Background: an optimization exercise with open tools, aiming at small area and a short achievable clock period. Do not read the settings as production practice. Function was checked by simulation only, so behaviour that the tests miss may differ from the original. No activity file was given, so power comes from the tool's default toggle rates.

== cedar ==
==> flow/design.v (excerpt) <==
module decode_top (
    input  logic              clk,
    input  logic              i_rst_n,
    input  logic              i_instr_valid,
    input  logic [DATA_W-1:0] i_instr,
    input  logic [DATA_W-1:0] i_pc4,
    output logic              o_instr_credit,
    input  logic              i_wb_we,
    input  logic [REG_AW-1:0] i_wb_addr,
    input  logic [DATA_W-1:0] i_wb_data,
    input  logic              i_dec_credit,
    output logic              o_dec_valid,
    output logic [REG_AW-1:0] o_rs,
    output logic [REG_AW-1:0] o_rt,
    output logic [REG_AW-1:0] o_rd,
    output logic [4:0]        o_shamt,
    output logic [DATA_W-1:0] o_reg_da,
    output logic [DATA_W-1:0] o_reg_db,
    output logic [DATA_W-1:0] o_immediate,
    output logic [DATA_W-1:0] o_jmp_addr,
    output logic [DATA_W-1:0] o_pc4,
    output logic              o_reg_dst,
    output logic              o_alu_src,
    output logic [1:0]        o_alu_op,
    output logic              o_branch,
    output logic              o_jump,
    output logic              o_jump_reg,
    output logic              o_link,
    output logic              o_mem_read,
    output logic              o_mem_write,
    output logic              o_mem_to_reg,
    output logic              o_reg_write,
    output logic              o_imm_signed,
    output logic [1:0]        o_width,
    output logic              o_illegal
);
    logic              issue;
    logic              not_empty;
    logic [CLS_W-1:0]  in_cls;
    logic [CLS_W-1:0]  head_cls;
    logic [25:0]       head_instr;
    logic [DATA_W-1:0] head_pc4;
    logic [REG_AW-1:0] head_rs;
    logic [REG_AW-1:0] head_rt;
    logic [REG_AW-1:0] next_rs;
    logic [REG_AW-1:0] next_rt;
    logic              dec_valid;
    instr_classify u_classify (
        .i_opcode (i_instr[31:26]),
        .i_funct  (i_instr[5:0]),
        .o_cls    (in_cls)
    );
    instr_ingress u_ingress (
        .clk           (clk),
        .i_rst_n       (i_rst_n),
        .i_instr_valid (i_instr_valid),
        .i_cls         (in_cls),
        .i_instr       (i_instr[25:0]),
        .i_pc4         (i_pc4),
        .i_pop         (issue),
        .o_not_empty   (not_empty),
  ...
For scale: ~3600 cells after synthesis, ~58000 um^2 of cells after synthesis.
export LEC_CHECK = 0
export ABC_CLOCK_PERIOD_IN_PS = 2300
export CAP_MARGIN = 20
export CORE_MARGIN = 2
export CORE_UTILIZATION = 40
export CTS_BUF_LIST = sky130_fd_sc_hd__clkbuf_8 sky130_fd_sc_hd__clkbuf_16
export CTS_CLUSTER_DIAMETER = 100
export CTS_CLUSTER_SIZE = 30
export SETUP_SLACK_MARGIN = 2.2
export SLEW_MARGIN = 20
create_clock -name core_clock -period 4.5 [get_ports {clk}]
standard.sh (not shown) runs the stock make flow with config.mk's settings and CLKGATE_MAP_FILE= SYNTH_SCRIPT=/design/flow/synth_recipe.tcl, a recipe that flattens the netlist after the stock synthesis.
==> flow/flow/run.sh <==
#!/bin/bash
# The standard layout, with plain buffers (instead of the default delay
# cells) as the port buffers that global placement adds to every input and
# output port.
set -euo pipefail
cd "$(dirname "$0")/.."
export BUFFER_PORTS_ARGS="-buffer_cell sky130_fd_sc_hd__buf_2"
bash standard.sh > standard_flow.log 2>&1
cedar: all stages complete, timing, DRC and antenna checks passed
diff inputs: cedar => pine
Settings: clearing CTS_CLUSTER_DIAMETER, which used to be 100; clearing CTS_CLUSTER_SIZE, which used to be 30; clearing CTS_BUF_LIST, which used to be sky130_fd_sc_hd__clkbuf_8 sky130_fd_sc_hd__clkbuf_16.
==> flow/run.sh (new file) <==
#!/bin/bash
# synth_recipe.tcl (not shown) runs the flow's synth.tcl, then flattens the netlist and writes it again
# the make line also repeats each setting of config.mk as NAME=value (left out here)
make -C /OpenROAD-flow-scripts/flow DESIGN_CONFIG=/design/flow/config.mk WORK_HOME=/design/flow/orfs CLKGATE_MAP_FILE= SYNTH_SCRIPT=/design/flow/synth_recipe.tcl finish
removed: flow/flow/run.sh
removed: flow/standard.sh
Findings:
On non-clock buffer count: pine sits above cedar.
Status: number of top-level design ports parity (pine, cedar)
cedar → pine: relative slew slack higher; sequential cell count ~0 delta.
Critical path capture point = o_dec_valid: pine; critical path capture point = u_decode.o_reg_db[14]: cedar
pine ends up with a global-route wire length before repair that is 3300 um higher than in cedar.
Cmp pine and cedar / count of fill cells added during filler insertion / higher: cedar
Summary — wire length reported by the detailed router, pine relative to cedar: higher, by about 0.5%.
Compared with cedar, in pine routed wire length on met3 rose 0.65%; power dissipated in sequential cells did not really move; final cycle utilization of the critical path fell by 0.99 points.
Measured against each other, pine and cedar differ in multi-input logic portion of the cell area, the higher figure coming from cedar.


decode_top, a different RTL version from the one above (not shown whole).
Size: ~3,800 cells after synthesis, roughly 58,000 µm² of cells after synthesis.
export LEC_CHECK = 0
export ABC_CLOCK_PERIOD_IN_PS = 2300
export CAP_MARGIN = 20
export CELL_PAD_IN_SITES_DETAIL_PLACEMENT = 1
export CELL_PAD_IN_SITES_GLOBAL_PLACEMENT = 1
export CORE_MARGIN = 2
export CORE_UTILIZATION = 58
export CTS_BUF_LIST = sky130_fd_sc_hd__clkbuf_8 sky130_fd_sc_hd__clkbuf_16
export CTS_CLUSTER_DIAMETER = 80
export CTS_CLUSTER_SIZE = 20
export PLACE_DENSITY = 0.68
export SETUP_SLACK_MARGIN = 2.3
export SLEW_MARGIN = 20
create_clock -name core_clock -period 4.5 [get_ports {clk}]
==> flow/flow/run.sh <==
#!/bin/bash
# The standard layout, with plain buffers (instead of the default delay
# cells) as the port buffers that global placement adds to every input and
# output port.
set -euo pipefail
cd "$(dirname "$0")/.."
export BUFFER_PORTS_ARGS="-buffer_cell sky130_fd_sc_hd__buf_2"
bash standard.sh > standard_flow.log 2>&1
The first run finished clean.
Rerun with:
Settings changed: CORE_UTILIZATION 58 to 50, CTS_CLUSTER_DIAMETER 80 to 90, CTS_CLUSTER_SIZE 20 to 25, PLACE_DENSITY 0.68 to default, SETUP_SLACK_MARGIN 2.3 to 2.25.
=> Critical path depth shrinks by 1. Final area shrinks by 1.7%. Die area grows by about 16%. Cell count grows by about 2.4%. Clock-buffer cell count shrinks by 17. Sequential share of layout area grows by 1.1 points. Wire length shrinks by about 9%. Via count shrinks by 9.0%.


Starting RTL as in the previous note.
==> flow/design.v (excerpt) <==
module decode_top (
    input  logic              clk,
    input  logic              i_rst_n,
    input  logic              i_instr_valid,
    input  logic [DATA_W-1:0] i_instr,
    input  logic [DATA_W-1:0] i_pc4,
    output logic              o_instr_credit,
    input  logic              i_wb_we,
    input  logic [REG_AW-1:0] i_wb_addr,
    input  logic [DATA_W-1:0] i_wb_data,
    input  logic              i_dec_credit,
    output logic              o_dec_valid,
    output logic [REG_AW-1:0] o_rs,
    output logic [REG_AW-1:0] o_rt,
    output logic [REG_AW-1:0] o_rd,
    output logic [4:0]        o_shamt,
    output logic [DATA_W-1:0] o_reg_da,
    output logic [DATA_W-1:0] o_reg_db,
    output logic [DATA_W-1:0] o_immediate,
    output logic [DATA_W-1:0] o_jmp_addr,
    output logic [DATA_W-1:0] o_pc4,
    output logic              o_reg_dst,
    output logic              o_alu_src,
    output logic [1:0]        o_alu_op,
    output logic              o_branch,
    output logic              o_jump,
    output logic              o_jump_reg,
    output logic              o_link,
    output logic              o_mem_read,
    output logic              o_mem_write,
    output logic              o_mem_to_reg,
    output logic              o_reg_write,
    output logic              o_imm_signed,
    output logic [1:0]        o_width,
    output logic              o_illegal
);
clock: 4.5 ns
lec_check: 0
abc_clock_period_in_ps: 2300
cap_margin: 20
core_margin: 2
core_utilization: 40
cts_buf_list: sky130_fd_sc_hd__clkbuf_8 sky130_fd_sc_hd__clkbuf_16
cts_cluster_diameter: 100
cts_cluster_size: 25
setup_slack_margin: 2.3
slew_margin: 20
Scripts as last shown in full above: flow/flow/run.sh
The baseline went through all stages and came out clean.
Rerun with:
CELL_PAD_IN_SITES_DETAIL_PLACEMENT = 1   (was not set)
CELL_PAD_IN_SITES_GLOBAL_PLACEMENT = 1   (was not set)
CORE_UTILIZATION = 50   (was 40)
CTS_CLUSTER_DIAMETER = 80   (was 100)
CTS_CLUSTER_SIZE = 20   (was 25)
The new run finished clean.
Wire length climbs by 8.9%.
Critical path depth does not change.
Hold slack is better by 0.041 ns.
Register-to-register slack gets better by 0.10 ns.
Final area drops by 0.33%.
Core utilization rose by 11 points.
Non-clock buffer count drops by 21.
Synthesized area does not change.
Setup slack gains 0.10 ns.
Clock power came out higher by 8.7%.
Synthesized cell count stays the same.


## tundra
Another version of the RTL of decode_top (not shown whole).
Size in the first run: about 3,800 cells after synthesis, roughly 1,500 flip-flops, about 300 I/O pins.
clock: 4.5 ns
lec_check: 0
abc_clock_period_in_ps: 2300
cap_margin: 20
cell_pad_in_sites_detail_placement: 1
cell_pad_in_sites_global_placement: 1
core_margin: 2
core_utilization: 50
cts_buf_list: sky130_fd_sc_hd__clkbuf_8 sky130_fd_sc_hd__clkbuf_16
cts_cluster_diameter: 90
cts_cluster_size: 25
setup_slack_margin: 2.25
slew_margin: 20
Scripts as last shown in full above: flow/flow/run.sh
tundra finished end to end and its layout was clean on timing, DRC and antenna.
The inputs of lagoon differ from those of tundra as listed below.
Settings: SETUP_SLACK_MARGIN changed from 2.25 to 2.3; CTS_CLUSTER_DIAMETER changed from 90 to 80; CTS_CLUSTER_SIZE changed from 25 to 20.
Results
lagoon -> tundra: share of the final layout cell area in multi-input gates flat
In the metrics for lagoon and tundra, the one carrying the higher initial antenna violation count is lagoon.
Total power of lagoon is higher than that of tundra.
Proportion of cell area occupied by registers: lagoon and tundra compared, higher one is tundra

[port drivers added, routing unchanged]
The flow's constraints put no driver on any port. The routed layouts listed below were extracted and timed again, unchanged, in two steps.
Step 1 (the two cells are an assumption about what drives the block):
set clk [get_ports {clk}]
set_driving_cell -lib_cell sky130_fd_sc_hd__clkbuf_16 $clk
set_driving_cell -lib_cell sky130_fd_sc_hd__buf_2 [delete_from_list [all_inputs] $clk]
Step 2 times the ports against the registers' clock, not the clock port: input delays grow and output delays shrink by t, the midpoint of the rising clock arrivals with the driver on.
Slacks: ideal ports / drivers / drivers and shift; pairs: ideal ports / drivers.
run | t, ns | setup WS [ns] | worst hold slack (ns) | worst setup path after step 2 | worst slew at a driven data input, ns
cedar | 0.797 | 2.043 / 2.043 / 1.325 | 0.226 / 0.217 / 0.472 | input to register | 0.19
pine | 0.874 | 2.087 / 2.013 / 1.330 | 0.064 / 0.067 / 0.458 | input to register | 0.18
the first run of note 2 | 0.795 | 1.702 / 1.702 / 0.973 | 0.316 / 0.272 / 0.465 | input to register | 0.18
the second run of note 2 | 0.780 | 2.150 / 2.150 / 1.388 | 0.300 / 0.246 / 0.469 | input to register | 0.18
the first run of note 3 | 0.821 | 2.149 / 2.149 / 1.458 | 0.257 / 0.231 / 0.461 | input to register | 0.11
the second run of note 3 | 0.797 | 2.252 / 2.235 / 1.497 | 0.298 / 0.241 / 0.461 | input to register | 0.15
tundra | 0.776 | 2.158 / 2.158 / 1.417 | 0.090 / 0.031 / 0.462 | input to register | 0.14
lagoon | 0.800 | 2.216 / 2.216 / 1.450 | 0.140 / 0.088 / 0.458 | input to register | 0.11
After both steps every run listed still meets setup and hold. For lagoon, which loses most, drivers alone change the setup slack by 0.000 ns; drivers and shift together by -0.766 ns.
